Source: an optimization exercise on an open RTL-to-GDS flow (aim: small area). Production flows keep margins and buffers that such runs may drop. At most, simulation tests tie the RTL to the original design; equivalence was not proved. Function not checked in runs 3 to 5: the RTL went through the layout flow alone. Power is estimated from default activity; no workload was simulated.

==> design.v <==
package rv32i_pkg;
  typedef logic [31:0] rv32i_word;
  typedef enum logic [6:0] {
    op_lui   = 7'b0110111,
    op_auipc = 7'b0010111,
    op_jal   = 7'b1101111,
    op_jalr  = 7'b1100111,
    op_br    = 7'b1100011,
    op_load  = 7'b0000011,
    op_store = 7'b0100011,
    op_imm   = 7'b0010011,
    op_reg   = 7'b0110011
  } rv32i_opcode_t;
  typedef enum logic [3:0] {
    alu_add,
    alu_sub,
    alu_sll,
    alu_slt,
    alu_sltu,
    alu_xor,
    alu_srl,
    alu_sra,
    alu_or,
    alu_and,
    alu_pass_b
  } alu_ops_t;
  typedef enum logic [2:0] {
    beq  = 3'b000,
    bne  = 3'b001,
    blt  = 3'b100,
    bge  = 3'b101,
    bltu = 3'b110,
    bgeu = 3'b111
  } branch_funct3_t;
  typedef enum logic [2:0] {
    lb  = 3'b000,
    lh  = 3'b001,
    lw  = 3'b010,
    lbu = 3'b100,
    lhu = 3'b101
  } load_funct3_t;
  typedef enum logic [1:0] {
    pc_plus4,
    alu_out,
    alu_mod2
  } pcmux_sel_t;
  typedef struct packed {
    rv32i_opcode_t  opcode;
    alu_ops_t       aluop;
    branch_funct3_t cmpop;
    logic [2:0]     funct3;
    pcmux_sel_t     pcmux_sel;
    logic           cmp_imm;    
    logic           mem_read;
    logic           mem_write;
    logic [4:0]     rd;
  } rv32i_ctrl_t;
endpackage
`timescale 1ns/1ps
module ex_subsystem #(
  parameter int FIFO_DEPTH = 4
) (
  input  logic        clk,
  input  logic        rst,
  input  logic        in_valid,
  input  logic [31:0] in_pc,
  input  logic [31:0] in_instruction,
  input  logic [31:0] in_rs1_data,
  input  logic [31:0] in_rs2_data,
  output logic        in_ready,
  output logic        br_taken,
  output logic [1:0]  pcmux_sel,
  output logic [31:0] alu_out_to_pc,
  input  logic        mem_ready,
  output logic        mem_valid,
  output logic [31:0] mem_addr,
  output logic        mem_read,
  output logic        mem_write,
  output logic [3:0]  mem_byte_enable,
  output logic [31:0] mem_wdata
);
  logic [31:0] ins, rs1, rs2;
  logic [6:0]  op;
  logic [2:0]  f3;
  assign ins = in_instruction;
  assign rs1 = in_rs1_data;
  assign rs2 = in_rs2_data;
  assign op  = ins[6:0];
  assign f3  = ins[14:12];
  logic is_lui, is_auipc, is_jal, is_jalr, is_br, is_load, is_store, is_opimm, is_op;
  assign is_lui   = (op == 7'b0110111);
  assign is_auipc = (op == 7'b0010111);
  assign is_jal   = (op == 7'b1101111);
  assign is_jalr  = (op == 7'b1100111);
  assign is_br    = (op == 7'b1100011);
  assign is_load  = (op == 7'b0000011);
  assign is_store = (op == 7'b0100011);
  assign is_opimm = (op == 7'b0010011);
  assign is_op    = (op == 7'b0110011);
  logic is_arith, is_mem;
  assign is_arith = is_opimm | is_op;
  assign is_mem   = is_load | is_store;
  logic [31:0] imm_i, imm_s, imm_b, imm_u, imm_j, imm;
  assign imm_i = {{20{ins[31]}}, ins[31:20]};
  assign imm_s = {{20{ins[31]}}, ins[31:25], ins[11:7]};
  assign imm_b = {{19{ins[31]}}, ins[31], ins[7], ins[30:25], ins[11:8], 1'b0};
  assign imm_u = {ins[31:12], 12'h000};
  assign imm_j = {{11{ins[31]}}, ins[31], ins[19:12], ins[20], ins[30:21], 1'b0};
  always_comb begin
    if (is_lui | is_auipc) imm = imm_u;
    else if (is_jal)       imm = imm_j;
    else if (is_br)        imm = imm_b;
    else if (is_store)     imm = imm_s;
    else                   imm = imm_i;
  end
  logic [31:0] a, b, bx, p, g, c, sum;
  logic        sub;
  assign a   = (is_auipc | is_jal | is_br) ? in_pc : (is_lui ? 32'd0 : rs1);
  assign b   = is_op ? rs2 : imm;
  assign sub = is_op & (f3 == 3'b000) & ins[30];
  assign bx  = b ^ {32{sub}};
  assign p   = a ^ bx;
  assign g   = a & bx;
  always_comb begin
    logic [31:0] gg, pp;
    gg = g;
    pp = p;
    gg[0] = g[0] | (p[0] & sub);
    for (int i = 1; i <= 5; i++)
      for (int j = 2**i - 1; j < 32; j += 2**i) begin
        gg[j] = gg[j] | (pp[j] & gg[j - 2**(i-1)]);
        pp[j] = pp[j] & pp[j - 2**(i-1)];
      end
    for (int i = 5; i > 0; i--)
      for (int j = 2**i + 2**(i-1) - 1; j < 32; j += 2**i) begin
        gg[j] = gg[j] | (pp[j] & gg[j - 2**(i-1)]);
        pp[j] = pp[j] & pp[j - 2**(i-1)];
      end
    c = {gg[30:0], sub};
  end
  assign sum = p ^ c;
  logic [31:0] rs1_rev, sh_in, sh_out, sh_rev;
  logic        fill;
  always_comb
    for (int i = 0; i < 32; i++) rs1_rev[i] = rs1[31-i];
  assign sh_in  = f3[2] ? rs1 : rs1_rev;
  assign fill   = f3[2] & ins[30] & rs1[31];
  assign sh_out = 32'($signed({fill, sh_in}) >>> b[4:0]);
  always_comb
    for (int i = 0; i < 32; i++) sh_rev[i] = sh_out[31-i];
  logic [31:0] cb;
  logic        ltu, lts, eq, cond;
  assign cb  = is_opimm ? imm_i : rs2;
  assign ltu = rs1 < cb;
  assign lts = ltu ^ rs1[31] ^ cb[31];
  assign eq  = (rs1 == cb);
  always_comb begin
    case (f3[2:1])
      2'b00:   cond = eq ^ f3[0];
      2'b10:   cond = lts ^ f3[0];
      2'b11:   cond = ltu ^ f3[0];
      default: cond = 1'b0;
    endcase
  end
  logic s_sum, s_p, s_g, s_sll, s_sr, s_slt, s_sltu;
  assign s_sum  = in_valid & (~is_arith | (f3 == 3'b000));
  assign s_p    = in_valid & (~is_arith | (f3 == 3'b000) | (f3 == 3'b100) | (f3 == 3'b110));
  assign s_g    = in_valid & is_arith & (f3[2:1] == 2'b11);
  assign s_sll  = in_valid & is_arith & (f3 == 3'b001);
  assign s_sr   = in_valid & is_arith & (f3 == 3'b101);
  assign s_slt  = in_valid & is_arith & (f3 == 3'b010);
  assign s_sltu = in_valid & is_arith & (f3 == 3'b011);
  logic [31:0] msum, mp;
  assign msum = {{31{s_sum}}, s_sum & ~is_jalr};
  assign mp   = {{31{s_p}},   s_p & ~is_jalr};
  logic [31:0] f;
  assign f = ((p & mp) ^ ((c & msum) | (g & {32{s_g}})))
           | (sh_rev & {32{s_sll}}) | (sh_out & {32{s_sr}})
           | {31'd0, (lts & s_slt) | (ltu & s_sltu)};
  assign alu_out_to_pc = f;
  assign br_taken      = in_valid & (is_jal | is_jalr | (is_br & cond));
  assign pcmux_sel     = {in_valid & is_jalr, in_valid & (is_jal | (is_br & cond))};
  logic [3:0]  be_base, be_in;
  logic [31:0] wd_in;
  always_comb begin
    case (f3[1:0])
      2'b00:   be_base = 4'b0001;
      2'b01:   be_base = 4'b0011;
      default: be_base = 4'b1111;
    endcase
  end
  assign be_in = be_base << sum[1:0];
  assign wd_in = rs2 << {sum[1:0], 3'b000};
  localparam int EW = 1 + 4 + 30 + 32;
  logic [EW-1:0] e_in;
  assign e_in = {is_store, be_in, sum[31:2], wd_in};
  logic [EW-1:0] q [4];
  logic [1:0]    wp, rp;
  logic [2:0]    cnt;
  logic          pcr;     
  logic          push, pop, deq_valid, deq_ready;
  assign in_ready  = ~(cnt[2] | (cnt[1] & cnt[0] & pcr));
  assign push      = in_valid & is_mem & in_ready;
  assign deq_valid = (cnt != 3'd0);
  assign deq_ready = ~mem_valid | mem_ready;
  assign pop       = deq_valid & deq_ready;
  always_ff @(posedge clk) begin
    if (push) q[wp] <= e_in;
  end
  always_ff @(posedge clk) begin
    if (rst) begin
      wp  <= '0;
      rp  <= '0;
      cnt <= '0;
      pcr <= 1'b0;
    end else begin
      if (push) wp <= wp + 2'd1;
      if (pop)  rp <= rp + 2'd1;
      cnt <= cnt + {2'd0, push} - {2'd0, pop};
      pcr <= pop;
    end
  end
  logic [EW-1:0] head;
  logic [3:0]    sel;
  logic          o_rd, o_wr;
  logic [3:0]    o_be;
  logic [61:0]   o_data;    
  always_comb
    for (int k = 0; k < 4; k++) sel[k] = deq_ready & (rp == 2'(k));
  assign head = (q[0] & {EW{sel[0]}}) | (q[1] & {EW{sel[1]}})
              | (q[2] & {EW{sel[2]}}) | (q[3] & {EW{sel[3]}});
  always_ff @(posedge clk) begin
    if (rst) begin
      o_rd <= 1'b0;
      o_wr <= 1'b0;
      o_be <= 4'b0000;
    end else if (deq_ready) begin
      o_rd <= deq_valid & ~head[EW-1];
      o_wr <= deq_valid & head[EW-1];
      o_be <= deq_valid ? head[EW-2 -: 4] : 4'b0000;
    end
  end
  always_ff @(posedge clk)
    o_data <= head[61:0] | (o_data & {62{~deq_ready}});
  assign mem_valid       = o_rd | o_wr;
  assign mem_read        = o_rd;
  assign mem_write       = o_wr;
  assign mem_byte_enable = o_be;
  assign mem_addr        = {o_data[61:32], 2'b00};
  assign mem_wdata       = o_data[31:0];
endmodule
==> flow/run.sh <==
#!/bin/bash
# Standard ORFS layout with smaller port buffers and no CTS dummy loads.
set -euo pipefail
bash standard.sh \
  "BUFFER_PORTS_ARGS=-buffer_cell sky130_fd_sc_hd__buf_1" \
  "CTS_ARGS=-sink_clustering_enable -repair_clock_nets -dont_use_dummy_load" \
  finish > standard.log 2>&1
==> standard.sh <==
#!/bin/bash
# synth_recipe.tcl (not shown) runs the flow's synth.tcl, then flattens the netlist and writes it again
# the make line also repeats each setting of config.mk as NAME=value (left out here)
make -C /OpenROAD-flow-scripts/flow DESIGN_CONFIG=/design/flow/config.mk WORK_HOME=/design/flow/orfs CLKGATE_MAP_FILE= SYNTH_SCRIPT=/design/flow/synth_recipe.tcl "${@:-finish}"
==> config.mk <==
export PLATFORM = sky130hd
export DESIGN_NAME = ex_subsystem
export DESIGN_NICKNAME = ex_subsystem
export VERILOG_FILES = /design/flow/design.v
export SDC_FILE = /design/flow/constraint.sdc
export NUM_CORES = 4
export LEC_CHECK = 0
export CAP_MARGIN = 20
export CORE_MARGIN = 2
export CORE_UTILIZATION = 40
export SLEW_MARGIN = 20
==> constraint.sdc <==
create_clock -name core_clock -period 10.0 [get_ports {clk}]
set_input_delay 2.0000 -clock core_clock [delete_from_list [all_inputs] [get_ports {clk}]]
set_output_delay 2.0000 -clock core_clock [all_outputs]
set_load 0.01 [all_outputs]
==> results.txt, run 1 <==
- Status: complete, no violations
- Wire length of the first global-routing pass: 115100 um
- Die height: 229.0 um
- LEAKAGE: 8.298 nW
- Number of remaining DRC errors: 0
- Number of endpoints with negative hold slack in the final report: 0
- Area share of the leading cell type in the synthesized netlist: 0.3975
- Library cells used by synthesis: 96
- Horizontal extent of the die: 229.0 um
- Post-placement worst setup slack: 0.6640 ns
- Area after detailed placement: 21690 sq um
- P&R area growth vs syn: 10.76%
- IO Port Bufs: 236
- Number of global-route vias before repair: 16780
- Proportion of synthesized chip area in sequential cells: 0.4726
- # clock sinks: 344
- Std cell rows: 82
- EDFF count, synth: 268
- I/O Pins: 239
- Async S/R FF share, synth: 0
- Post-route standard cell area excluding fillers: 22430 sq um
- Filler cell count in the final layout: 4840
- Root buf cell: sky130_fd_sc_hd__clkbuf_16
- Setup bufs post-CTS: 0
- Number of detailed-route iterations in the first pass: 6
- Hold WC Path Type: reg2reg
- Signal arrival time at the worst endpoint: 7.59 ns
- Critical path peak fanout: 63
- GR Overflow Total: 0
- Crit path kind: in2out
- Global Route Usage Sum: 0.2951
- Weighted congestion at the end of routability-driven global placement: 1.024
- Most area-hungry cell type in the Yosys netlist: sky130_fd_sc_hd__edfxtp_1
- Initial core utilization: 0.4044
- Setup_tns: 0 ns
- RSZ-0062 raised after global routing: no
- Dominant register cell in the synthesized netlist: sky130_fd_sc_hd__edfxtp_1
- Maximum count of clock buffers along a single path: 3
- Final net count: 2372
- Detailed Place HPWL: 57350 um
- Final routed wire length divided by cell count: 28.13 um
- Final cycle utilization of the critical path: 0.9587
- Maximum clock frequency: 104.3 MHz
- Number of antenna violations at the first check in global routing: 3
- Worst clock skew: 0.01712 ns
- Antenna Nets Post-Route: 0
- Fraction of final layout cells with drive strength greater than 1: 0.06288
- Worst slew margin relative to its limit: 0.3256
- Die area: 52440 sq um
- Worst-Margin Slew: 1.005 ns
- Depth of the CTS H-tree: 1
- Worst-skew pair later-pin latency: 0.55 ns
- Number of warning messages in the yosys log: 1
- TritonCTS clock tree: built
- Synth top area cells: sky130_fd_sc_hd__edfxtp_1 (40%), sky130_fd_sc_hd__dfxtp_1 (7.5%), sky130_fd_sc_hd__a22oi_1 (5.5%), sky130_fd_sc_hd__nand2_1 (5.1%), sky130_fd_sc_hd__ha_1 (4.6%)
- Mapped cell area: 20250 sq um
- Shortest period the worst path allows: 9.587 ns
- Largest net degree at the start of global routing: 68
- Critical path data required time: 8.00 ns
- Power per Cell Area: 192.8 nW/um^2
- Worst supply voltage drop on vdd: 0.1677 mV
- Worst Setup End Kind: primary output
- Clock input transition at the sequential cells of the worst setup and hold paths: 0.07 ns
- Post-Syn Instances: 1982
- Slew Viols, Final: 0
- Slack of the critical path: 0.4134 ns
- Iteration-0 DRC Markers: 1991
- Max_cap viols: 0
- Min Hold Slack: 0.4317 ns
- Finish-stage setup viols: 0
- Num CTS Buffers: 29
- Routed via count divided by cell count: 6.235
- Placeable core region: 50070 sq um
- Routed vias: 17580
- #FFs+latches synth: 344
- Total Wirelength: 79330 um
- Element type at the critical path start: input pin
- Syn avg cell area: 10.22 sq um
## logic make-up (layout without fill, tap and decap cells)
group,after synthesis,after routing,synth area share
AOI/OAI and AO/OA,566,566,0.1919
other,1,3,0.0001852
adders and majority gates,91,91,0.06254
buffers and inverters,202,366,0.04295
muxes,109,109,0.06000
and+or+nand+nor,585,585,0.1335
xor gates and xnor gates,84,84,0.03633
DFF,344,344,0.4726
## state kept, by name, summed over array words and instances, names as in the netlist
register	cells
o_be	4
o_data	62
pcr	1
cnt	3
wp	2
o_wr	1
rp	2
o_rd	1
q	268
## timing repair
action                                  4_1_cts  5_1_grt
hold buffers                                  0        0
resized for setup                             0        1
endpoints found under the setup margin        0        1
## cell usage after synthesis, types with 10 or more instances
cell type and n:
sky130_fd_sc_hd__nand3_1 81, sky130_fd_sc_hd__a22oi_1 149, sky130_fd_sc_hd__inv_1 61, sky130_fd_sc_hd__a21oi_1 116, sky130_fd_sc_hd__nor2b_1 15, sky130_fd_sc_hd__o31ai_1 10, sky130_fd_sc_hd__mux2i_1 79, sky130_fd_sc_hd__a21o_1 18
sky130_fd_sc_hd__dfxtp_1 76, sky130_fd_sc_hd__xor2_1 41, sky130_fd_sc_hd__mux2_2 22, sky130_fd_sc_hd__and3_1 17, sky130_fd_sc_hd__o21a_1 11, sky130_fd_sc_hd__o221ai_1 19, sky130_fd_sc_hd__edfxtp_1 268, sky130_fd_sc_hd__fa_1 17
sky130_fd_sc_hd__buf_2 19, sky130_fd_sc_hd__and2_1 18, sky130_fd_sc_hd__ha_1 74, sky130_fd_sc_hd__nor2_1 89, sky130_fd_sc_hd__o21ai_0 103, sky130_fd_sc_hd__nand2_1 276, sky130_fd_sc_hd__o211ai_1 22, sky130_fd_sc_hd__a211oi_1 15
sky130_fd_sc_hd__nand4_1 14, sky130_fd_sc_hd__buf_1 22, sky130_fd_sc_hd__xnor2_1 43, sky130_fd_sc_hd__clkbuf_1 87, sky130_fd_sc_hd__nor3_1 31
## path summary, 6_finish.rpt
path	startpoint	to	slack (ns)	cells after the start
min	q[2][25]	o_data[25]	0.43	2
max	in_instruction[5]	alu_out_to_pc[31]	0.41	24
min reg2reg	q[2][25]	o_data[25]	0.43	2
max reg2reg	cnt[1]	q[0][39]	6.28	5
## critical path, stage by stage
cell and delay, ns:
sky130_fd_sc_hd__buf_1 0.46, sky130_fd_sc_hd__or4bb_1 0.55, sky130_fd_sc_hd__a21oi_1 0.16, sky130_fd_sc_hd__o21a_2 0.21
sky130_fd_sc_hd__buf_12 0.26, sky130_fd_sc_hd__a21o_1 0.18, sky130_fd_sc_hd__inv_1 0.05, sky130_fd_sc_hd__fa_1 0.38
sky130_fd_sc_hd__nand2b_1 0.18, sky130_fd_sc_hd__a21oi_1 0.25, sky130_fd_sc_hd__o2111ai_1 0.22, sky130_fd_sc_hd__o21ai_0 0.24
sky130_fd_sc_hd__buf_4 0.16, sky130_fd_sc_hd__inv_1 0.05, sky130_fd_sc_hd__o21ai_0 0.26, sky130_fd_sc_hd__a311o_1 0.27
sky130_fd_sc_hd__a31oi_1 0.12, sky130_fd_sc_hd__o21ba_2 0.22, sky130_fd_sc_hd__fa_1 0.45, sky130_fd_sc_hd__o21ai_0 0.23
sky130_fd_sc_hd__xnor2_1 0.13, sky130_fd_sc_hd__a21oi_1 0.15, sky130_fd_sc_hd__o21ai_0 0.19, sky130_fd_sc_hd__buf_1 0.20
## per-layer routing
layer / routed length, um / track usage
met1: 31970 / 0.3959
met3: 7001 / 0.04046
met4: 4260 / 0.1412
met5: 14 / 0
met2: 36080 / 0.4721
## through the flow
| stage | instances | utilization | power (mW) |
|---|---|---|---|
| floorplan | 1983 | - | 2.762 |
| global placement | 2790 | 0.4333 | 3.361 |
| detailed placement | 2790 | 0.4333 | 3.388 |
| CTS | 2819 | 0.4477 | 4.338 |
| global route | 2819 | 0.4479 | 4.529 |
| finish | 2820 | 0.4479 | 4.323 |
## report_power, final
group          internal [mW]  leakage (nW)  total [mW]  switching, mW
sequential              1.76          3.08        1.87          0.117
combinational          0.476          4.86        1.49           1.02
clock                  0.507         0.357       0.959          0.452
## final cells by class
class / count / area (sq um) / area share
multi-input combinational: 1437 / 9859 / 0.4396
inverter: 61 / 229.0 / 0.01021
timing repair buffer: 276 / 1200 / 0.05350
sequential: 344 / 9569 / 0.4267
tap: 672 / 840.8 / 0.03749
clock buffer: 29 / 725.7 / 0.03236
antenna: 1 / 2.502 / 0.0001116
## cell usage in the layout (no fill, tap or decap), types with 29 or more instances in the layout
cell                        count
sky130_fd_sc_hd__o21ai_0      103
sky130_fd_sc_hd__clkbuf_16     29
sky130_fd_sc_hd__xor2_1        41
sky130_fd_sc_hd__mux2i_1       79
sky130_fd_sc_hd__nand3_1       81
sky130_fd_sc_hd__a22oi_1      149
sky130_fd_sc_hd__dfxtp_1       76
sky130_fd_sc_hd__xnor2_1       42
sky130_fd_sc_hd__nor2_1        89
sky130_fd_sc_hd__buf_4         39
sky130_fd_sc_hd__buf_1        235
sky130_fd_sc_hd__inv_1         61
sky130_fd_sc_hd__nor3_1        30
sky130_fd_sc_hd__ha_1          74
sky130_fd_sc_hd__nand2_1      276
sky130_fd_sc_hd__a21oi_1      116
sky130_fd_sc_hd__edfxtp_1     268
==> run 2: changes to the inputs <==
==> flow/run.sh (replaced) <==
#!/bin/bash
# Layout flow: the standard ORFS flow with
#  - the standard synthesis script, but ABC maps combinational logic for area
#    (flow/area.abc) and Yosys's full-adder extraction is skipped; registers are
#    untouched, so they match the standard synthesis;
#  - sky130_fd_sc_hd__buf_1 as the port buffers;
#  - clock tree synthesis without dummy loads.
set -euo pipefail
W=$PWD
FH=${FLOW_HOME:-/OpenROAD-flow-scripts/flow}
sed "s#source \$::env(SCRIPTS_DIR)/synth.tcl#source $W/my_synth_body.tcl#" synth_recipe.tcl > my_synth.tcl
sed "/source .*synth_preamble.tcl/a set abc_args [lreplace \$abc_args 1 1 $W/flow/area.abc]" \
  "$FH/scripts/synth.tcl" > my_synth_body.tcl
bash standard.sh \
  "SYNTH_SCRIPT=$W/my_synth.tcl" \
  "ADDER_MAP_FILE=" \
  "BUFFER_PORTS_ARGS=-buffer_cell sky130_fd_sc_hd__buf_1" \
  "CTS_ARGS=-sink_clustering_enable -repair_clock_nets -dont_use_dummy_load" \
  ${RUN_TARGETS:-finish} > standard.log 2>&1
==> flow/area.abc (new file) <==
strash
dc2
dch -f
amap
==> run 2 against run 1 <==
Net effect: synthesized cell count shrank 14%; largest power group unchanged; the layout now fails its checks (negative setup slack); first-iteration DRC count is 9.1% lower; critical path type unchanged; highest routed layer unchanged; area after synthesis down 15%; clock power grew 17%.
==> results.txt, run 2 <==
- Status: complete, but fails checks (was complete, no violations)
- Violated checks: negative setup slack
- Internal power: 2.933 mW (was 2.739 mW)
- Worst supply voltage drop on vdd: 0.3263 mV (was 0.1677 mV)
- Critical Path Max Stage Delay: 0.29 ns (was 0.55 ns)
- GR Overflow Total: 0 (unchanged)
- Die area: 44580 sq um (was 52440 sq um)
- Total Wirelength: 67070 um (was 79330 um)
- P&R area growth vs syn: 30.79% (was 10.76%)
- EDFF count, synth: 268 (unchanged)
- Critical path data required time: 8.00 ns (about the same)
- Proportion of synthesized chip area in sequential cells: 0.5576 (was 0.4726)
- Regs by FF count: q x268, o_data x62, o_be x4 (unchanged)
- Fraction of final layout cells with drive strength greater than 1: 0.2004 (was 0.06288)
- Finish-stage setup viols: 13 (was 0)
- Routed via count divided by cell count: 6.061 (was 6.235)
- Std cell rows: 75 (was 82)
- Switching power: 1.550 mW (was 1.584 mW)
- Maximum clock frequency: 83.32 MHz (was 104.3 MHz)
- Switching Share: 0.3458 (was 0.3664)
- Number of antenna violations at the first check in global routing: 10 (was 3)
- Clock share of power: 0.250 (was 0.222)
- Number of detailed-route iterations in the first pass: 6 (unchanged)
- Synth top area cells: sky130_fd_sc_hd__edfxtp_1 (47%), sky130_fd_sc_hd__dfxtp_1 (8.9%), sky130_fd_sc_hd__nor2_1 (5.4%), sky130_fd_sc_hd__o21ai_0 (4.8%), sky130_fd_sc_hd__o22ai_1 (4.7%) (was sky130_fd_sc_hd__edfxtp_1 (40%), sky130_fd_sc_hd__dfxtp_1 (7.5%), sky130_fd_sc_hd__a22oi_1 (5.5%), sky130_fd_sc_hd__nand2_1 (5.1%), sky130_fd_sc_hd__ha_1 (4.6%))
- Shortest period the worst path allows: 12.00 ns (was 9.587 ns)
- Area occupied by registers: 9569 sq um (unchanged)
- Worst-Margin Slew: 1.017 ns (was 1.005 ns)
- #FFs+latches synth: 344 (unchanged)
- Kind of cell adding the most delay to the critical path: compound AO/OA/AOI/OAI gates (unchanged)
- Post-Layout Cell Count: 2820 (unchanged)
- Syn avg cell area: 10.02 sq um (was 10.22 sq um)
- Number of endpoints with negative hold slack in the final report: 0 (unchanged)
- Num CTS Buffers: 36 (was 29)
- Iteration-0 DRC Markers: 1809 (was 1991)
- Largest net degree at the start of global routing: 68 (unchanged)
- IO Port Bufs: 236 (unchanged)
- Leading cell type by number of instances after synthesis: sky130_fd_sc_hd__edfxtp_1 (was sky130_fd_sc_hd__nand2_1)
- Slack of the critical path: -2.001 ns (was 0.4134 ns)
- Global Route Usage Sum: 0.2978 (was 0.2951)
- Worst-case register-to-register setup slack: 6.89 ns (was 6.28 ns)
- Part of the power in combinational logic: 0.341 (was 0.345)
- RSZ-0062 raised after global routing: yes (was no)
- Number of flip-flops under the largest register name: 268 (unchanged)
- Power per Cell Area: 199.7 nW/um^2 (was 192.8 nW/um^2)
- Register with the highest flop count: q (unchanged)
- Multi-input combinational cell area: 7757 sq um (was 9859 sq um)
- Initial core utilization: 0.4073 (was 0.4044)
- Most frequent cells after synthesis: sky130_fd_sc_hd__edfxtp_1 (268), sky130_fd_sc_hd__nor2_1 (245), sky130_fd_sc_hd__nand2_1 (191), sky130_fd_sc_hd__o21ai_0 (164), sky130_fd_sc_hd__o22ai_1 (130) (was sky130_fd_sc_hd__nand2_1 (276), sky130_fd_sc_hd__edfxtp_1 (268), sky130_fd_sc_hd__a22oi_1 (149), sky130_fd_sc_hd__a21oi_1 (116), sky130_fd_sc_hd__o21ai_0 (103))
- Post-Syn Instances: 1712 (was 1982)
- Placeable core region: 42130 sq um (was 50070 sq um)
- Hold WC Path Type: reg2reg (unchanged)
- Final net count: 2409 (was 2372)
- Detailed Place HPWL: 47830 um (was 57350 um)
- Max_cap viols: 0 (unchanged)
- # clock sinks: 344 (unchanged)
- Mapped cell area: 17160 sq um (was 20250 sq um)
- Root buf cell: sky130_fd_sc_hd__clkbuf_16 (unchanged)
- Clock input transition at the sequential cells of the worst setup and hold paths: 0.05 ns (was 0.07 ns)
- Number of remaining DRC errors: 0 (unchanged)
- Weighted congestion at the end of routability-driven global placement: 0.9532 (was 1.024)
- Filler cell count in the final layout: 3902 (was 4840)
- Worst Setup End Kind: primary output (unchanged)
- I/O Pins: 239 (unchanged)
- Worst path bufs/invs: 5 (was 6)
- Area share of the leading cell type in the synthesized netlist: 0.4689 (was 0.3975)
- Worst clock skew: 0.05460 ns (was 0.01712 ns)
- Most frequent cells in the layout: sky130_fd_sc_hd__buf_4 (288), sky130_fd_sc_hd__edfxtp_1 (268), sky130_fd_sc_hd__buf_1 (222) (was sky130_fd_sc_hd__nand2_1 (276), sky130_fd_sc_hd__edfxtp_1 (268), sky130_fd_sc_hd__buf_1 (235))
- Horizontal extent of the die: 211.1 um (was 229.0 um)
- Commonest non-fill, non-tap cell in the layout: sky130_fd_sc_hd__buf_4 (was sky130_fd_sc_hd__nand2_1)
- Slowest library cell on the worst path: sky130_fd_sc_hd__o31ai_2 (was sky130_fd_sc_hd__or4bb_1)
- Routed vias: 17090 (was 17580)
- Crit path kind: in2out (unchanged)
- Number of global-route vias before repair: 16230 (was 16780)
- Slew Viols, Final: 0 (unchanged)
- Final routed wire length divided by cell count: 23.78 um (was 28.13 um)
- Most used cell, CP: sky130_fd_sc_hd__nor2_2 (was sky130_fd_sc_hd__o21ai_0)
- Signal arrival time at the worst endpoint: 10.00 ns (was 7.59 ns)
- Total placed cells including tap cells: 2699 (was 2790)
- Worst slew margin relative to its limit: 0.3221 (was 0.3256)
- Final core utilization: 0.5327 (was 0.4479)
- TritonCTS clock tree: built (unchanged)
- Antenna Nets Post-Route: 0 (unchanged)
- Depth of the CTS H-tree: 2 (was 1)
- Async S/R FF share, synth: 0 (unchanged)
- Critical path peak fanout: 3 (was 63)
- Element type at the critical path start: input pin (unchanged)
- Most area-hungry cell type in the Yosys netlist: sky130_fd_sc_hd__edfxtp_1 (unchanged)
- Sequential share of power: 0.409 (was 0.433)
- Dominant register cell in the synthesized netlist: sky130_fd_sc_hd__edfxtp_1 (unchanged)
- Maximum count of clock buffers along a single path: 3 (unchanged)
- Number of warning messages in the yosys log: 1 (unchanged)
- LEAKAGE: 7.882 nW (was 8.298 nW)
- Wire length of the first global-routing pass: 99570 um (was 115100 um)
- Final cycle utilization of the critical path: 1.200 (was 0.9587)
- Worst-skew pair later-pin latency: 0.56 ns (was 0.55 ns)
- Die height: 211.1 um (was 229.0 um)
- Library cells used by synthesis: 40 (was 96)
-- run 2: cell families after synthesis --
| family | count (synthesis) | share of synthesized area |
|---|---|---|
| buffers and inverters | 102 | 0.02275 |
| and+or+nand+nor | 529 | 0.1268 |
| AOI/OAI and AO/OA | 736 | 0.2927 |
| DFF | 344 | 0.5576 |
| other | 1 | 0.0002185 |
-- run 2: power by group through the flow --
stage | sequential, mW | clock [mW] | combinational [mW]
floorplan | 1.91 | 0 | 0.797
global placement | 1.86 | 0 | 1.43
detailed placement | 1.86 | 0 | 1.44
finish | 1.83 | 1.12 | 1.53
CTS | 1.84 | 1.14 | 1.51
global route | 1.85 | 1.19 | 1.67
-- run 2: final timing paths --
check	start	end	depth (start not counted)
worst max-delay path	in_instruction[2]	alu_out_to_pc[31]	66
worst min register to register	q[0][25]	o_data[25]	2
worst max register to register	cnt[0]	q[3][60]	6
worst min-delay path	q[0][25]	o_data[25]	2
-- run 2: tightest hold or removal path: stages (launching register included) --
cell and delay (ns):
sky130_fd_sc_hd__edfxtp_1 0.31, sky130_fd_sc_hd__a22oi_1 0.05, sky130_fd_sc_hd__nand2_1 0.05
-- run 2: cell type report --
cell class                      instances  area share
Sequential cell                       344      0.4263
Tap cell                              539     0.03005
Clock buffer                           36     0.04014
Timing Repair Buffer                  528      0.1393
Antenna cell                            6   0.0006689
Multi-Input combinational cell       1267      0.3456
Inverter                              100     0.01789
-- run 2: metrics by stage --
step / hold WS [ns] / power [mW] / setup WS [ns] / area, sq um / setup TNS, ns
after CTS: 0.4521 / 4.495 / -1.858 / 22320 / -19.61
final: 0.4474 / 4.483 / -2.001 / 22450 / -12.84
after detailed placement: 0.4402 / 3.309 / -2.163 / 20690 / -15.21
after floorplan: 0.4281 / 2.707 / -2.908 / 17470 / -34.26
after global routing: 0.4689 / 4.719 / -2.600 / 22440 / -20.72
after global placement: 0.4320 / 3.285 / -1.997 / 20690 / -12.15
-- run 2: per-layer routing --
layer	share of wire	track usage	wire length (um)	up-vias
met5	0.00079	0	53	-
met4	0.031	0.1008	2061	8
met3	0.082	0.04802	5496	129
met2	0.47	0.4842	31350	812
met1	0.42	0.4058	28110	8186
li1	-	-	-	7956
-- run 2: timing repair --
item | 4_1_cts | 5_1_grt
gates cloned | 0 | 0
pin swaps | 20 | 50
buffers inserted | 88 | 28
gates resized for setup | 25 | 60
endpoints found under the setup margin | 13 | 31
hold buffers | 0 | 0
==> run 3: changes to the inputs <==
--- a/design.v
+++ b/design.v
@@ -114,39 +114,15 @@
     else                   imm = imm_i;
   end
-  logic [31:0] a, b, bx, p, g, c, sum;
+  logic [31:0] a, b, sum;
   logic        sub;
   assign a   = (is_auipc | is_jal | is_br) ? in_pc : (is_lui ? 32'd0 : rs1);
   assign b   = is_op ? rs2 : imm;
   assign sub = is_op & (f3 == 3'b000) & ins[30];
-  assign bx  = b ^ {32{sub}};
-  assign p   = a ^ bx;
-  assign g   = a & bx;
-  always_comb begin
-    logic [31:0] gg, pp;
-    gg = g;
-    pp = p;
-    gg[0] = g[0] | (p[0] & sub);
-    for (int i = 1; i <= 5; i++)
-      for (int j = 2**i - 1; j < 32; j += 2**i) begin
-        gg[j] = gg[j] | (pp[j] & gg[j - 2**(i-1)]);
-        pp[j] = pp[j] & pp[j - 2**(i-1)];
-      end
-    for (int i = 5; i > 0; i--)
-      for (int j = 2**i + 2**(i-1) - 1; j < 32; j += 2**i) begin
-        gg[j] = gg[j] | (pp[j] & gg[j - 2**(i-1)]);
-        pp[j] = pp[j] & pp[j - 2**(i-1)];
-      end
-    c = {gg[30:0], sub};
-  end
-  assign sum = p ^ c;
-  logic [31:0] rs1_rev, sh_in, sh_out, sh_rev;
-  logic        fill;
-  always_comb
-    for (int i = 0; i < 32; i++) rs1_rev[i] = rs1[31-i];
-  assign sh_in  = f3[2] ? rs1 : rs1_rev;
-  assign fill   = f3[2] & ins[30] & rs1[31];
-  assign sh_out = 32'($signed({fill, sh_in}) >>> b[4:0]);
-  always_comb
-    for (int i = 0; i < 32; i++) sh_rev[i] = sh_out[31-i];
+  assign sum = a + (b ^ {32{sub}}) + {31'd0, sub};
+  logic [31:0] sll_r, sr_r;
+  logic        sra;
+  assign sra   = ins[30];
+  assign sll_r = rs1 << b[4:0];
+  assign sr_r  = 32'($signed({sra & rs1[31], rs1}) >>> b[4:0]);
   logic [31:0] cb;
   logic        ltu, lts, eq, cond;
@@ -163,20 +139,21 @@
     endcase
   end
-  logic s_sum, s_p, s_g, s_sll, s_sr, s_slt, s_sltu;
-  assign s_sum  = in_valid & (~is_arith | (f3 == 3'b000));
-  assign s_p    = in_valid & (~is_arith | (f3 == 3'b000) | (f3 == 3'b100) | (f3 == 3'b110));
-  assign s_g    = in_valid & is_arith & (f3[2:1] == 2'b11);
-  assign s_sll  = in_valid & is_arith & (f3 == 3'b001);
-  assign s_sr   = in_valid & is_arith & (f3 == 3'b101);
-  assign s_slt  = in_valid & is_arith & (f3 == 3'b010);
-  assign s_sltu = in_valid & is_arith & (f3 == 3'b011);
-  logic [31:0] msum, mp;
-  assign msum = {{31{s_sum}}, s_sum & ~is_jalr};
-  assign mp   = {{31{s_p}},   s_p & ~is_jalr};
   logic [31:0] f;
-  assign f = ((p & mp) ^ ((c & msum) | (g & {32{s_g}})))
-           | (sh_rev & {32{s_sll}}) | (sh_out & {32{s_sr}})
-           | {31'd0, (lts & s_slt) | (ltu & s_sltu)};
-  assign alu_out_to_pc = f;
+  always_comb begin
+    if (!is_arith) f = sum;
+    else begin
+      case (f3)
+        3'b000:  f = sum;
+        3'b001:  f = sll_r;
+        3'b010:  f = {31'd0, lts};
+        3'b011:  f = {31'd0, ltu};
+        3'b100:  f = rs1 ^ b;
+        3'b101:  f = sr_r;
+        3'b110:  f = rs1 | b;
+        default: f = rs1 & b;
+      endcase
+    end
+  end
+  assign alu_out_to_pc = in_valid ? {f[31:1], f[0] & ~is_jalr} : 32'd0;
   assign br_taken      = in_valid & (is_jal | is_jalr | (is_br & cond));
   assign pcmux_sel     = {in_valid & is_jalr, in_valid & (is_jal | (is_br & cond))};
@@ -222,12 +199,9 @@
   end
   logic [EW-1:0] head;
-  logic [3:0]    sel;
   logic          o_rd, o_wr;
   logic [3:0]    o_be;
-  logic [61:0]   o_data;    
-  always_comb
-    for (int k = 0; k < 4; k++) sel[k] = deq_ready & (rp == 2'(k));
-  assign head = (q[0] & {EW{sel[0]}}) | (q[1] & {EW{sel[1]}})
-              | (q[2] & {EW{sel[2]}}) | (q[3] & {EW{sel[3]}});
+  logic [29:0]   o_addr;
+  logic [31:0]   o_wdata;
+  assign head = q[rp];
   always_ff @(posedge clk) begin
     if (rst) begin
@@ -241,11 +215,15 @@
     end
   end
-  always_ff @(posedge clk)
-    o_data <= head[61:0] | (o_data & {62{~deq_ready}});
+  always_ff @(posedge clk) begin
+    if (deq_ready) begin
+      o_addr  <= head[61:32];
+      o_wdata <= head[31:0];
+    end
+  end
   assign mem_valid       = o_rd | o_wr;
   assign mem_read        = o_rd;
   assign mem_write       = o_wr;
   assign mem_byte_enable = o_be;
-  assign mem_addr        = {o_data[61:32], 2'b00};
-  assign mem_wdata       = o_data[31:0];
+  assign mem_addr        = {o_addr, 2'b00};
+  assign mem_wdata       = o_wdata;
 endmodule
==> run.sh (new file) <==
#!/bin/bash
# synth_recipe.tcl (not shown) runs the flow's synth.tcl, then flattens the netlist and writes it again
# the make line also repeats each setting of config.mk as NAME=value (left out here)
make -C /OpenROAD-flow-scripts/flow DESIGN_CONFIG=/design/flow/config.mk WORK_HOME=/design/flow/orfs CLKGATE_MAP_FILE= SYNTH_SCRIPT=/design/flow/synth_recipe.tcl finish
removed: flow/run.sh
removed: flow/area.abc
removed: standard.sh
==> run 3 against run 2 <==
Net effect: now clean on timing, DRC and antenna; first-iteration DRC count up 9.5%; via count up 16%; non-clock buffer count down 165; combinational power up 13%; largest cell class is now multi-input gates; register-to-register slack better by 0.37 ns; count of clock-buffer cells in the layout up 9; die area up 33%; power up 14%; clock skew down 0.039 ns; synthesized cell count up 25%; worst setup slack better by 2.3 ns.
==> results.txt, run 3 <==
- Status: complete, no violations (was complete, but fails checks)
- Largest net degree at the start of global routing: 57 (was 68)
- Std cell rows: 87 (was 75)
- Crit path kind: in2out (unchanged)
- Antenna Nets Post-Route: 0 (unchanged)
- Post-Syn Instances: 2133 (was 1712)
- Async S/R FF share, synth: 0 (unchanged)
- Number of remaining DRC errors: 0 (unchanged)
- Hold WC Path Type: reg2reg (unchanged)
- Kind of cell adding the most delay to the critical path: compound AO/OA/AOI/OAI gates (unchanged)
- Worst-Margin Slew: 1.128 ns (was 1.017 ns)
- Number of warning messages in the yosys log: 1 (unchanged)
- Commonest non-fill, non-tap cell in the layout: sky130_fd_sc_hd__edfxtp_1 (was sky130_fd_sc_hd__buf_4)
- Number of flip-flops under the largest register name: 268 (unchanged)
- Uppermost layer routed: met4 (was met5)
- Detailed-route wire length on metal 1: 39370 um (was 28110 um)
- Final cycle utilization of the critical path: 0.9725 (was 1.200)
- Library cells used by synthesis: 86 (was 40)
- Detailed Place HPWL: 72750 um (was 47830 um)
- Critical path peak fanout: 18 (was 3)
- Slew Viols, Final: 0 (unchanged)
- Most used cell, CP: sky130_fd_sc_hd__a21o_1 (was sky130_fd_sc_hd__nor2_2)
- Number of global-route vias before repair: 19660 (was 16230)
- Final routed wire length divided by cell count: 30.11 um (was 23.78 um)
- Mapped cell area: 22860 sq um (was 17160 sq um)
- # clock sinks: 346 (was 344)
- Worst-skew pair later-pin latency: 0.55 ns (was 0.56 ns)
- Wire length of the first global-routing pass: 137500 um (was 99570 um)
- Area share of the leading cell type in the synthesized netlist: 0.4335 (was 0.4689)
- Weighted congestion at the end of routability-driven global placement: 1.053 (was 0.9532)
- Shortest period the worst path allows: 9.725 ns (was 12.00 ns)
- Maximum count of clock buffers along a single path: 3 (unchanged)
- Most frequent cells after synthesis: sky130_fd_sc_hd__edfxtp_1 (330), sky130_fd_sc_hd__nand2_1 (187), sky130_fd_sc_hd__a21oi_1 (162), sky130_fd_sc_hd__ha_1 (133) (was sky130_fd_sc_hd__edfxtp_1 (268), sky130_fd_sc_hd__nor2_1 (245), sky130_fd_sc_hd__nand2_1 (191), sky130_fd_sc_hd__o21ai_0 (164), sky130_fd_sc_hd__o22ai_1 (130))
- Maximum clock frequency: 102.8 MHz (was 83.32 MHz)
- Global Route Usage Sum: 0.3202 (was 0.2978)
- Cells along the critical path: clkdlybuf4s50_1, nand2b_4, nor3_2, buf_4, nor2_1, a21oi_1, o21ai_0, xnor2_1, ha_1, a21o_1, a21o_1, a21o_1, a21o_1, a21o_1, a2bb2oi_1, o21ai_1, o211ai_1, or3b_1, o2bb2ai_1, clkdlybuf4s50_1
- Most area-hungry cell type in the Yosys netlist: sky130_fd_sc_hd__edfxtp_1 (unchanged)
- Total Wirelength: 95650 um (was 67070 um)
- Fraction of final layout cells with drive strength greater than 1: 0.1216 (was 0.2004)
- Met3 wirelength from detailed routing: 8989 um (was 5496 um)
- Iteration-0 DRC Markers: 1981 (was 1809)
- GR Overflow Total: 0 (unchanged)
- Worst-case register-to-register setup slack: 7.26 ns (was 6.89 ns)
- Worst path bufs/invs: 3 (was 5)
- Critical Path Max Stage Delay: 0.70 ns (was 0.29 ns)
- Worst clock skew: 0.01546 ns (was 0.05460 ns)
- Worst Setup End Kind: primary output (unchanged)
- Finish-stage setup viols: 0 (was 13)
- IO Port Bufs: 236 (unchanged)
- Number of antenna violations at the first check in global routing: 2 (was 10)
- Worst supply voltage drop on vdd: 0.1142 mV (was 0.3263 mV)
- #FFs+latches synth: 346 (was 344)
- P&R area growth vs syn: 21.83% (was 30.79%)
- Die area: 59080 sq um (was 44580 sq um)
- Leading cell type by number of instances after synthesis: sky130_fd_sc_hd__edfxtp_1 (unchanged)
- TritonCTS clock tree: built (unchanged)
- Slowest library cell on the worst path: sky130_fd_sc_hd__o21ai_0 (was sky130_fd_sc_hd__o31ai_2)
- Initial core utilization: 0.4046 (was 0.4073)
- Element type at the critical path start: input pin (unchanged)
- Hold buffer count at CTS: 0 (unchanged)
- Worst slew margin relative to its limit: 0.2399 (was 0.3221)
- Regs by FF count: q x268, o_wdata x32, o_addr x30 (was q x268, o_data x62, o_be x4)
- Placeable core region: 56500 sq um (was 42130 sq um)
- Die height: 243.1 um (was 211.1 um)
- Most frequent cells in the layout: sky130_fd_sc_hd__edfxtp_1 (330), sky130_fd_sc_hd__clkdlybuf4s50_1 (236), sky130_fd_sc_hd__nand2_1 (187) (was sky130_fd_sc_hd__buf_4 (288), sky130_fd_sc_hd__edfxtp_1 (268), sky130_fd_sc_hd__buf_1 (222))
- Number of endpoints with negative hold slack in the final report: 0 (unchanged)
- Synth top area cells: sky130_fd_sc_hd__edfxtp_1 (43%), sky130_fd_sc_hd__ha_1 (7.3%), sky130_fd_sc_hd__mux4_2 (6.7%), sky130_fd_sc_hd__mux2i_1 (5.6%), sky130_fd_sc_hd__a21oi_1 (3.5%) (was sky130_fd_sc_hd__edfxtp_1 (47%), sky130_fd_sc_hd__dfxtp_1 (8.9%), sky130_fd_sc_hd__nor2_1 (5.4%), sky130_fd_sc_hd__o21ai_0 (4.8%), sky130_fd_sc_hd__o22ai_1 (4.7%))
- Horizontal extent of the die: 243.1 um (was 211.1 um)
- I/O Pins: 239 (unchanged)
- Amount of wire on met2 after detailed routing: 43280 um (was 31350 um)
- Clock input transition at the sequential cells of the worst setup and hold paths: 0.06 ns (was 0.05 ns)
- Dominant register cell in the synthesized netlist: sky130_fd_sc_hd__edfxtp_1 (unchanged)
- Signal arrival time at the worst endpoint: 7.72 ns (was 10.00 ns)
- Routed via count divided by cell count: 6.219 (was 6.061)
- Depth of the CTS H-tree: 2 (unchanged)
- Routed vias: 19760 (was 17090)
- RSZ-0062 raised after global routing: no (was yes)
- Number of detailed-route iterations in the first pass: 6 (unchanged)
- Syn avg cell area: 10.72 sq um (was 10.02 sq um)
- Critical path data required time: 8.00 ns (about the same)
- Proportion of synthesized chip area in sequential cells: 0.4475 (was 0.5576)
- LEAKAGE: 10.46 nW (was 7.882 nW)
- Num CTS Buffers: 36 (unchanged)
- Power per Cell Area: 182.9 nW/um^2 (was 199.7 nW/um^2)
- Register with the highest flop count: q (unchanged)
- EDFF count, synth: 330 (was 268)
- Min Hold Slack: 0.4799 ns (was 0.4474 ns)
- Max_cap viols: 0 (unchanged)
- Root buf cell: sky130_fd_sc_hd__clkbuf_16 (unchanged)
- Final net count: 2659 (was 2409)
- Setup_tns: 0 ns (was -12.84 ns)
-- run 3: cell types whose count changed after synthesis, moves of 66 or more --
cell,delta
sky130_fd_sc_hd__o22ai_1,-108
sky130_fd_sc_hd__clkinv_1,-99
sky130_fd_sc_hd__o22a_1,-68
sky130_fd_sc_hd__inv_1,+85
sky130_fd_sc_hd__mux2i_1,+128
sky130_fd_sc_hd__ha_1,+133
sky130_fd_sc_hd__mux4_2,+68
sky130_fd_sc_hd__a222oi_1,-66
sky130_fd_sc_hd__clkbuf_1,+94
sky130_fd_sc_hd__nor2_1,-117
-- run 3: kinds of logic (layout without fill, tap and decap cells) --
family / count (synthesis) / count (layout) / synth area share
compound gates: 605 / 605 / 0.1716
simple gates: 544 / 544 / 0.1119
flops: 346 / 346 / 0.4475
buf+inv: 231 / 515 / 0.04149
mux: 205 / 205 / 0.1275
fa+ha+maj: 135 / 135 / 0.07454
xor+xnor: 66 / 66 / 0.02529
other cells: 1 / 5 / 0.0001640
-- run 3: area by class of cell --
type | count | area [sq um]
antenna | 3 | 7.507
clock buffer | 45 | 965.9
clock inverter | 19 | 264.0
fill | 5080 | 28650
inverter | 88 | 332.8
multi-input combinational | 1557 | 11760
sequential | 346 | 10230
tap | 756 | 945.9
timing repair buffer | 363 | 3341
-- run 3: per-stage QoR --
stage / instances / utilization / total power, mW / area, sq um / setup WS [ns]
final: 3177 / 0.4930 / 5.094 / 27850 / 0.2752
after global routing: 3174 / 0.4928 / 5.306 / 27840 / 0.05373
after CTS: 3174 / 0.4927 / 5.118 / 27840 / 0.2029
after detailed placement: 3110 / 0.4710 / 3.715 / 26610 / 0.2545
after global placement: 3110 / 0.4710 / 3.699 / 26610 / 0.2850
after floorplan: 2134 / - / 2.868 / 22860 / 1.781
-- run 3: repair_timing --
action	CTS	global route
endpoints found under the setup margin	0	4
gates resized for setup	0	3
setup buffers	0	0
-- run 3: routing by layer --
metal	up-vias	GRT usage
met5	-	0
met4	0	0.1250
met3	205	0.06336
met2	1098	0.5031
met1	9807	0.4363
li1	8648	-
-- run 3: worst paths after layout --
path / start / endpoint / depth (start not counted)
setup / recovery: in_instruction[6] / alu_out_to_pc[29] / 20
hold reg to reg: o_be[2] / o_be[2] / 1
hold / removal: o_be[2] / o_be[2] / 1
setup reg to reg: cnt[1] / q[2][56] / 4
-- run 3: power by group --
part / switching (mW) / total (mW) / internal [mW]
registers: 0.102 / 1.96 / 1.86
logic: 0.950 / 1.73 / 0.785
clock network: 0.554 / 1.40 / 0.845
total: 1.61 / 5.09 / 3.49
==> run 4: changes to the inputs <==
==> flow/run.sh (new file) <==
#!/bin/bash
# Standard ORFS layout with smaller port buffers and no CTS dummy loads.
set -euo pipefail
bash standard.sh \
  "BUFFER_PORTS_ARGS=-buffer_cell sky130_fd_sc_hd__buf_1" \
  "CTS_ARGS=-sink_clustering_enable -repair_clock_nets -dont_use_dummy_load" \
  finish > standard.log 2>&1
==> standard.sh (new file) <==
#!/bin/bash
# synth_recipe.tcl (not shown) runs the flow's synth.tcl, then flattens the netlist and writes it again
# the make line also repeats each setting of config.mk as NAME=value (left out here)
make -C /OpenROAD-flow-scripts/flow DESIGN_CONFIG=/design/flow/config.mk WORK_HOME=/design/flow/orfs CLKGATE_MAP_FILE= SYNTH_SCRIPT=/design/flow/synth_recipe.tcl "${@:-finish}"
removed: run.sh
==> run 4 against run 3 <==
Net effect: still clean on timing, DRC and antenna; hold slack gained 0.010 ns; power decreased by 11%; via count decreased by 0.97%.
==> results.txt, run 4 <==
- Post-Layout Cell Count: 3110 (was 3177)
- Post-Syn Instances: 2133 (unchanged)
- Worst supply voltage drop on vdd: 0.1557 mV (was 0.1142 mV)
- Number of warning messages in the yosys log: 1 (unchanged)
- Area share of the leading cell type in the synthesized netlist: 0.4335 (unchanged)
- Status: complete, no violations (unchanged)
- Routed via count divided by cell count: 6.291 (was 6.219)
- Setup_tns: 0 ns (unchanged)
- I/O Pins: 239 (unchanged)
- Horizontal extent of the die: 243.1 um (unchanged)
- Worst Setup End Kind: primary output (unchanged)
- Number of flip-flops under the largest register name: 268 (unchanged)
- Leading cell type by number of instances after synthesis: sky130_fd_sc_hd__edfxtp_1 (unchanged)
- Critical path peak fanout: 13 (was 18)
- Library cells used by synthesis: 86 (unchanged)
- GR Overflow Total: 0 (unchanged)
- Slowest library cell on the worst path: sky130_fd_sc_hd__o41ai_1 (was sky130_fd_sc_hd__o21ai_0)
- Cells along the critical path: buf_1, nand3b_1, nor2_1, nand3_1, nand2_1, nor3_1, buf_4, nor3_1, xnor2_1, ha_1, a21oi_1, nor2b_1, o21ai_0, a31oi_1, o41ai_1, a2bb2oi_1, o21ai_1, o211ai_1, or3b_1, o2bb2ai_1, buf_1 (was clkdlybuf4s50_1, nand2b_4, nor3_2, buf_4, nor2_1, a21oi_1, o21ai_0, xnor2_1, ha_1, a21o_1, a21o_1, a21o_1, a21o_1, a21o_1, a2bb2oi_1, o21ai_1, o211ai_1, or3b_1, o2bb2ai_1, clkdlybuf4s50_1)
- Shortest period the worst path allows: 9.309 ns (was 9.725 ns)
- Worst-skew pair later-pin latency: 0.55 ns (about the same)
- Crit path kind: in2out (unchanged)
- Number of remaining DRC errors: 0 (unchanged)
- Mapped cell area: 22860 sq um (unchanged)
- Sequential share of power: 0.429 (was 0.385)
- Depth of the CTS H-tree: 2 (unchanged)
- Die height: 243.1 um (unchanged)
- Worst slew margin relative to its limit: 0.1943 (was 0.2399)
- Fraction of final layout cells with drive strength greater than 1: 0.1017 (was 0.1216)
- Total placed cells including tap cells: 3071 (was 3110)
- Power per Cell Area: 176.4 nW/um^2 (was 182.9 nW/um^2)
- Async S/R FF share, synth: 0 (unchanged)
- # clock sinks: 346 (unchanged)
- Regs by FF count: q x268, o_wdata x32, o_addr x30 (unchanged)
- IO Port Bufs: 236 (unchanged)
- Synth top area cells: sky130_fd_sc_hd__edfxtp_1 (43%), sky130_fd_sc_hd__ha_1 (7.3%), sky130_fd_sc_hd__mux4_2 (6.7%), sky130_fd_sc_hd__mux2i_1 (5.6%), sky130_fd_sc_hd__a21oi_1 (3.5%) (unchanged)
- Post-placement worst setup slack: 0.7943 ns (was 0.2545 ns)
- Hold buffer count at CTS: 0 (unchanged)
- #FFs+latches synth: 346 (unchanged)
- Slack of the critical path: 0.6909 ns (was 0.2752 ns)
- Switching Share: 0.3347 (was 0.3153)
- Iteration-0 DRC Markers: 2242 (was 1981)
- Critical Path Max Stage Delay: 0.70 ns (about the same)
- Max_cap viols: 0 (unchanged)
- Number of global-route vias before repair: 19030 (was 19660)
- Dominant register cell in the synthesized netlist: sky130_fd_sc_hd__edfxtp_1 (unchanged)
- LEAKAGE: 9.488 nW (was 10.46 nW)
- Switching power: 1.520 mW (was 1.606 mW)
- TritonCTS clock tree: built (unchanged)
- Number of detailed-route iterations in the first pass: 6 (unchanged)
- Final cycle utilization of the critical path: 0.9309 (was 0.9725)
- Total Wirelength: 90820 um (was 95650 um)
- Most frequent cells in the layout: sky130_fd_sc_hd__edfxtp_1 (330), sky130_fd_sc_hd__buf_1 (235), sky130_fd_sc_hd__nand2_1 (187) (was sky130_fd_sc_hd__edfxtp_1 (330), sky130_fd_sc_hd__clkdlybuf4s50_1 (236), sky130_fd_sc_hd__nand2_1 (187))
- Root buf cell: sky130_fd_sc_hd__clkbuf_16 (unchanged)
- Initial core utilization: 0.4046 (unchanged)
- Final routed wire length divided by cell count: 29.20 um (was 30.11 um)
- Detailed Place HPWL: 67330 um (was 72750 um)
- Post-route standard cell area excluding fillers: 25740 sq um (was 27850 sq um)
- Clock input transition at the sequential cells of the worst setup and hold paths: 0.06 ns (about the same)
- Largest net degree at the start of global routing: 58 (was 57)
- Commonest non-fill, non-tap cell in the layout: sky130_fd_sc_hd__edfxtp_1 (unchanged)
- Most frequent cells after synthesis: sky130_fd_sc_hd__edfxtp_1 (330), sky130_fd_sc_hd__nand2_1 (187), sky130_fd_sc_hd__a21oi_1 (162), sky130_fd_sc_hd__ha_1 (133) (unchanged)
- Internal power: 3.021 mW (was 3.488 mW)
- Most area-hungry cell type in the Yosys netlist: sky130_fd_sc_hd__edfxtp_1 (unchanged)
- Maximum count of clock buffers along a single path: 3 (unchanged)
- Std cell rows: 87 (unchanged)
- Worst-Margin Slew: 1.204 ns (was 1.128 ns)
- Finish-stage setup viols: 0 (unchanged)
- Routed vias: 19570 (was 19760)
- Signal arrival time at the worst endpoint: 7.31 ns (was 7.72 ns)
- Maximum clock frequency: 107.4 MHz (was 102.8 MHz)
- Part of the power in combinational logic: 0.321 (was 0.341)
- Proportion of synthesized chip area in sequential cells: 0.4475 (unchanged)
- Num CTS Buffers: 36 (unchanged)
- Hold WC Path Type: reg2reg (unchanged)
- Power, Total: 4.540 mW (was 5.094 mW)
- Final net count: 2620 (was 2659)
- Slew Viols, Final: 0 (unchanged)
- Number of gates given a new drive strength after cts: 0 (unchanged)
- Critical path data required time: 8.00 ns (about the same)
- Clock share of power: 0.250 (was 0.275)
- Worst clock skew: 0.04307 ns (was 0.01546 ns)
- Element type at the critical path start: input pin (unchanged)
- Register with the highest flop count: q (unchanged)
- Syn avg cell area: 10.72 sq um (unchanged)
- Setup bufs post-CTS: 0 (unchanged)
- RSZ-0062 raised after global routing: no (unchanged)
- Antenna Nets Post-Route: 0 (unchanged)
- Number of endpoints with negative hold slack in the final report: 0 (unchanged)
- Weighted congestion at the end of routability-driven global placement: 1.022 (was 1.053)
- Number of antenna violations at the first check in global routing: 1 (was 2)
- Placeable core region: 56500 sq um (unchanged)
- Global Route Usage Sum: 0.3005 (was 0.3202)
- P&R area growth vs syn: 12.62% (was 21.83%)
- EDFF count, synth: 330 (unchanged)
- Area after detailed placement: 24840 sq um (was 26610 sq um)
- Wire length of the first global-routing pass: 130100 um (was 137500 um)
- Die area: 59080 sq um (unchanged)
## run 4: cell counts after synthesis
Identical to the previous run, type by type.
## run 4: area by class of cell
class / instances / area (sq um)
fillers: 5307 / 30750
multi-input cells: 1557 / 11760
flip-flops and latches: 346 / 10230
repair buffers: 324 / 1560
well taps: 756 / 945.9
clock buffers: 36 / 900.9
inverters: 88 / 332.8
diodes: 3 / 7.507
## run 4: layer usage
layer,wire [um],track usage
met5,17,0
met3,8609,0.05341
met4,3671,0.1108
met1,38110,0.4202
met2,40410,0.4670
## run 4: metrics by stage
stage,hold WS [ns],util
6_report,0.4900,0.4557
5_1_grt,0.5151,0.4556
4_1_cts,0.4925,0.4556
3_5_place_dp,0.4783,0.4396
3_3_place_gp,0.4672,0.4396
2_1_floorplan,0.4847,-
## run 4: kinds of logic after synthesis
logic type                 after synthesis  synth area share
buffers and inverters                  231           0.04149
muxes                                  205            0.1275
AOI/OAI and AO/OA                      605            0.1716
DFF                                    346            0.4475
adders and majority gates              135           0.07454
xor gates and xnor gates                66           0.02529
and+or+nand+nor                        544            0.1119
other                                    1         0.0001640
## run 4: final timing paths
path,cells after the start,startpoint,to,slack [ns]
worst max-delay path,21,in_instruction[5],alu_out_to_pc[29],0.69
worst max register to register,4,cnt[1],q[0][54],7.27
worst min register to register,1,o_be[2],o_be[2],0.49
worst min-delay path,1,o_be[2],o_be[2],0.49
## run 4: critical path: cells and delay by family
family                   cells  cell delay [ns]
buffers and inverters        3             0.72
adder cells (fa/ha/maj)      1             0.38
AND/OR/NAND/NOR              8             1.93
AO/OA/AOI/OAI                8             2.14
XOR/XNOR                     1             0.12
## run 4: power groups by stage
stage	sequential (mW)	clock, mW	combinational, mW
3_5_place_dp	1.98	0	1.45
6_report	1.95	1.14	1.46
5_1_grt	1.97	1.21	1.56
3_3_place_gp	1.98	0	1.43
2_1_floorplan	2.02	0	0.851
4_1_cts	1.95	1.16	1.45
==> run 5: changes to the inputs <==
==> flow/run.sh (replaced) <==
#!/bin/bash
# Standard ORFS layout with smaller port buffers, no CTS dummy loads, small clock buffers,
# no timing-driven placement.
set -euo pipefail
bash standard.sh \
  "BUFFER_PORTS_ARGS=-buffer_cell sky130_fd_sc_hd__buf_1" \
  "CTS_ARGS=-sink_clustering_enable -repair_clock_nets -dont_use_dummy_load -buf_list {sky130_fd_sc_hd__clkbuf_4 sky130_fd_sc_hd__clkbuf_8}" \
  GPL_TIMING_DRIVEN=0 \
  finish > standard.log 2>&1
==> run 5 against run 4 <==
Net effect: still clean; power shrank 2.5%; die area stayed put; core utilization did not move; sequential power shrank 2%; clock power fell by 18%; hold slack worse by 0.0086 ns; critical path depth decreased by 2; first-iteration DRC count is 0.76% lower; sequential share of layout area hardly changed; global-route usage rose by 4.5 points; via count rose by 3.3%; non-clock buffer count up 64; critical path type unchanged.
==> results.txt, run 5 <==
- I/O Pins: 239 (unchanged)
- #FFs+latches synth: 346 (unchanged)
- Slew Viols, Final: 0 (unchanged)
- Fraction of final layout cells with drive strength greater than 1: 0.08964 (was 0.1017)
- Weighted congestion at the end of routability-driven global placement: 1.091 (was 1.022)
- Iteration-0 DRC Markers: 2225 (was 2242)
- Element type at the critical path start: input pin (unchanged)
- LEAKAGE: 9.394 nW (was 9.488 nW)
- Routed via count divided by cell count: 6.328 (was 6.291)
- Dominant register cell in the synthesized netlist: sky130_fd_sc_hd__edfxtp_1 (unchanged)
- Number of warning messages in the yosys log: 1 (unchanged)
- Critical path data required time: 8.00 ns (about the same)
- Placeable core region: 56500 sq um (unchanged)
- Setup_tns: 0 ns (unchanged)
- Detailed Place HPWL: 82890 um (was 67330 um)
- Most area-hungry cell type in the Yosys netlist: sky130_fd_sc_hd__edfxtp_1 (unchanged)
- RSZ-0062 raised after global routing: yes (was no)
- Synth top area cells: sky130_fd_sc_hd__edfxtp_1 (43%), sky130_fd_sc_hd__ha_1 (7.3%), sky130_fd_sc_hd__mux4_2 (6.7%), sky130_fd_sc_hd__mux2i_1 (5.6%), sky130_fd_sc_hd__a21oi_1 (3.5%) (unchanged)
- Worst-case register-to-register setup slack: 6.94 ns (was 7.27 ns)
- Finish-stage setup viols: 0 (unchanged)
- Most frequent cells in the layout: sky130_fd_sc_hd__edfxtp_1 (330), sky130_fd_sc_hd__buf_1 (249), sky130_fd_sc_hd__nand2_1 (187) (was sky130_fd_sc_hd__edfxtp_1 (330), sky130_fd_sc_hd__buf_1 (235), sky130_fd_sc_hd__nand2_1 (187))
- Syn avg cell area: 10.72 sq um (unchanged)
- Number of global-route vias before repair: 19820 (was 19030)
- Largest net degree at the start of global routing: 52 (was 58)
- Wire length of the first global-routing pass: 144900 um (was 130100 um)
- Initial core utilization: 0.4046 (unchanged)
- Mapped cell area: 22860 sq um (unchanged)
- Power, Total: 4.427 mW (was 4.540 mW)
- Maximum clock frequency: 101.8 MHz (was 107.4 MHz)
- Min Hold Slack: 0.4815 ns (was 0.4900 ns)
- Worst Setup End Kind: primary output (unchanged)
- Routed vias: 20210 (was 19570)
- Signal arrival time at the worst endpoint: 7.82 ns (was 7.31 ns)
- Final cycle utilization of the critical path: 0.9820 (was 0.9309)
- Critical path peak fanout: 10 (was 13)
- TritonCTS clock tree: built (unchanged)
- EDFF count, synth: 330 (unchanged)
- GR Overflow Total: 0 (unchanged)
- Final net count: 2701 (was 2620)
- Std cell rows: 87 (unchanged)
- Regs by FF count: q x268, o_wdata x32, o_addr x30 (unchanged)
- Antenna Nets Post-Route: 0 (unchanged)
- Reg-to-reg endpoint: o_addr[21] (was q[0][54])
- Commonest non-fill, non-tap cell in the layout: sky130_fd_sc_hd__edfxtp_1 (unchanged)
- Area after detailed placement: 24880 sq um (was 24840 sq um)
- Post-Syn Instances: 2133 (unchanged)
- Power per Cell Area: 172.0 nW/um^2 (was 176.4 nW/um^2)
- Hold buffer count at CTS: 0 (unchanged)
- Number of endpoints with negative hold slack in the final report: 0 (unchanged)
- Async S/R FF share, synth: 0 (unchanged)
- Total Wirelength: 104000 um (was 90820 um)
- Library cells used by synthesis: 86 (unchanged)
- # clock sinks: 346 (unchanged)
- Depth of the CTS H-tree: 2 (unchanged)
- Sink of the worst hold path: o_be[0] (was o_be[2])
- Depth of the worst register-to-register path: 4 (unchanged)
- Number of flip-flops under the largest register name: 268 (unchanged)
- Clock input transition at the sequential cells of the worst setup and hold paths: 0.06 ns (about the same)
- Number of cells on the worst hold path: 1 (unchanged)
- Horizontal extent of the die: 243.1 um (unchanged)
- Worst-skew pair later-pin latency: 0.62 ns (was 0.55 ns)
- Shortest period the worst path allows: 9.820 ns (was 9.309 ns)
- Num CTS Buffers: 53 (was 36)
- Final routed wire length divided by cell count: 32.56 um (was 29.20 um)
- Global Route Usage Sum: 0.3454 (was 0.3005)
- Root buf cell: sky130_fd_sc_hd__clkbuf_8 (was sky130_fd_sc_hd__clkbuf_16)
- Most frequent cells after synthesis: sky130_fd_sc_hd__edfxtp_1 (330), sky130_fd_sc_hd__nand2_1 (187), sky130_fd_sc_hd__a21oi_1 (162), sky130_fd_sc_hd__ha_1 (133) (unchanged)
- Worst supply voltage drop on vdd: 0.1627 mV (was 0.1557 mV)
- Number of antenna violations at the first check in global routing: 7 (was 1)
- IO Port Bufs: 233 (was 236)
- Hold WC Path Type: reg2reg (unchanged)
- Crit path kind: in2out (unchanged)
- Proportion of synthesized chip area in sequential cells: 0.4475 (unchanged)
- Register with the highest flop count: q (unchanged)
- Worst slew margin relative to its limit: 0.1918 (was 0.1943)
- Die area: 59080 sq um (unchanged)
- Maximum count of clock buffers along a single path: 3 (unchanged)
- Leading cell type by number of instances after synthesis: sky130_fd_sc_hd__edfxtp_1 (unchanged)
- Status: complete, no violations (unchanged)
- Die height: 243.1 um (unchanged)
- Worst-Margin Slew: 1.203 ns (was 1.204 ns)
- Filler cell count in the final layout: 5397 (was 5307)
- Number of remaining DRC errors: 0 (unchanged)
- Area share of the leading cell type in the synthesized netlist: 0.4335 (unchanged)
- Worst clock skew: 0.04145 ns (was 0.04307 ns)
- Number of detailed-route iterations in the first pass: 5 (was 6)
- Max_cap viols: 0 (unchanged)
- P&R area growth vs syn: 12.62% (unchanged)
- Startpoint of the worst hold path: o_be[0] (was o_be[2])
- Post-route standard cell area excluding fillers: 25740 sq um (unchanged)
run 5: cell counts after synthesis:
No cell type changed its count.
run 5: layout make-up:
type	count	area (sq um)	area share
Tap cell	756	945.9	0.03674
Multi-Input combinational cell	1557	11800	0.4583
Clock buffer	53	729.5	0.02833
Buffer	142	623.1	0.02420
Timing Repair Buffer	246	1072	0.04165
Sequential cell	346	10230	0.3974
Antenna cell	5	12.51	0.0004860
Inverter	88	332.8	0.01293
run 5: timing repair:
item	4_1_cts	5_1_grt
pin swaps	1	3
setup endpoints to repair	25	8
hold endpoints to repair	0	0
resized for setup	8	11
setup buffers	1	5
run 5: worst max-delay path: stages:
cell	delay (ns)
sky130_fd_sc_hd__buf_1	0.20
sky130_fd_sc_hd__buf_2	0.25
sky130_fd_sc_hd__nand3b_2	0.15
sky130_fd_sc_hd__nor2_2	0.45
sky130_fd_sc_hd__nand3_1	0.42
sky130_fd_sc_hd__buf_1	0.54
sky130_fd_sc_hd__xnor2_1	0.28
sky130_fd_sc_hd__ha_1	0.46
sky130_fd_sc_hd__nand2_1	0.11
sky130_fd_sc_hd__nor2_1	0.41
sky130_fd_sc_hd__a21boi_1	0.48
sky130_fd_sc_hd__a21o_1	0.31
sky130_fd_sc_hd__a2111oi_2	0.11
sky130_fd_sc_hd__nor3_1	0.44
sky130_fd_sc_hd__o31ai_1	0.20
sky130_fd_sc_hd__xnor2_2	0.38
sky130_fd_sc_hd__a21oi_1	0.15
sky130_fd_sc_hd__o31ai_1	0.22
sky130_fd_sc_hd__buf_1	0.23
run 5: stage by stage:
| step | std cells | setup slack [ns] | util |
|---|---|---|---|
| 2_1_floorplan | 2134 | 1.781 | - |
| 4_1_cts | 3183 | 0.01817 | 0.4539 |
| 6_report | 3193 | 0.1803 | 0.4557 |
| 3_3_place_gp | 3123 | -1.508 | 0.4369 |
| 5_1_grt | 3189 | -0.005034 | 0.4555 |
| 3_5_place_dp | 3130 | -1.158 | 0.4404 |
run 5: worst max-delay path by stage:
stage	startpoint	end	slack [ns]
after floorplan	in_instruction[3]	alu_out_to_pc[30]	1.78
after global placement	in_instruction[2]	alu_out_to_pc[28]	-1.51
after detailed placement	in_instruction[2]	alu_out_to_pc[28]	-1.16
after CTS	in_instruction[3]	alu_out_to_pc[28]	0.02
after global routing	in_instruction[2]	alu_out_to_pc[28]	-0.005
final	in_instruction[4]	alu_out_to_pc[28]	0.18
run 5: metal layers:
metal	up-vias	global-route usage	wire length (um)
li1	8736	-	-
met1	10070	0.4515	41540
met2	1122	0.5529	47370
met3	267	0.06192	9110
met4	8	0.1711	5893
met5	-	0	50
run 5: cell families after synthesis:
kind of cell	count (synthesis)	share of synthesized area
compound gates	605	0.1716
simple gates	544	0.1119
flops	346	0.4475
buf+inv	231	0.04149
mux	205	0.1275
fa+ha+maj	135	0.07454
xor+xnor	66	0.02529
other cells	1	0.0001640
run 5: where the power goes:
| part | switching [mW] | internal [mW] | total (mW) | leakage [nW] |
|---|---|---|---|---|
| Clock | 0.471 | 0.465 | 0.936 | 0.381 |
| Sequential | 0.0507 | 1.86 | 1.91 | 3.20 |
| Combinational | 1.05 | 0.536 | 1.58 | 5.81 |

-- separate check: timing with driven ports --
No port has a modelled driver above. Below, the same layouts with a new extraction and two added sets of constraints. Step 1 (the two cells are an assumption about what drives the block):
set clk [get_ports {clk}]
set_driving_cell -lib_cell sky130_fd_sc_hd__clkbuf_16 $clk
set_driving_cell -lib_cell sky130_fd_sc_hd__buf_2 [delete_from_list [all_inputs] $clk]
Step 2 moves the port delays by t, midway between the first and last clock arrival at a register: inputs arrive t later, outputs are due t later. That takes back most of the time a late clock gives input paths. Slacks: ideal ports / drivers / drivers and shift; pairs: ideal ports / drivers.
| run | t (ns) | slack for setup (ns) | pins driven straight from the clock port |
|---|---|---|---|
| run 1 | 0.589 | 0.413 / 0.387 / 0.387 | 1 |
| run 2 | 0.582 | -2.001 / -2.032 / -2.032 | 1 |
| run 3 | 0.603 | 0.275 / 0.253 / 0.253 | 1 |
| run 4 | 0.584 | 0.691 / 0.668 / 0.668 | 1 |
| run 5 | 0.657 | 0.180 / 0.131 / 0.131 | 1 |
For run 5, which loses most, drivers alone change the setup slack by -0.049 ns; drivers and shift together by -0.049 ns.
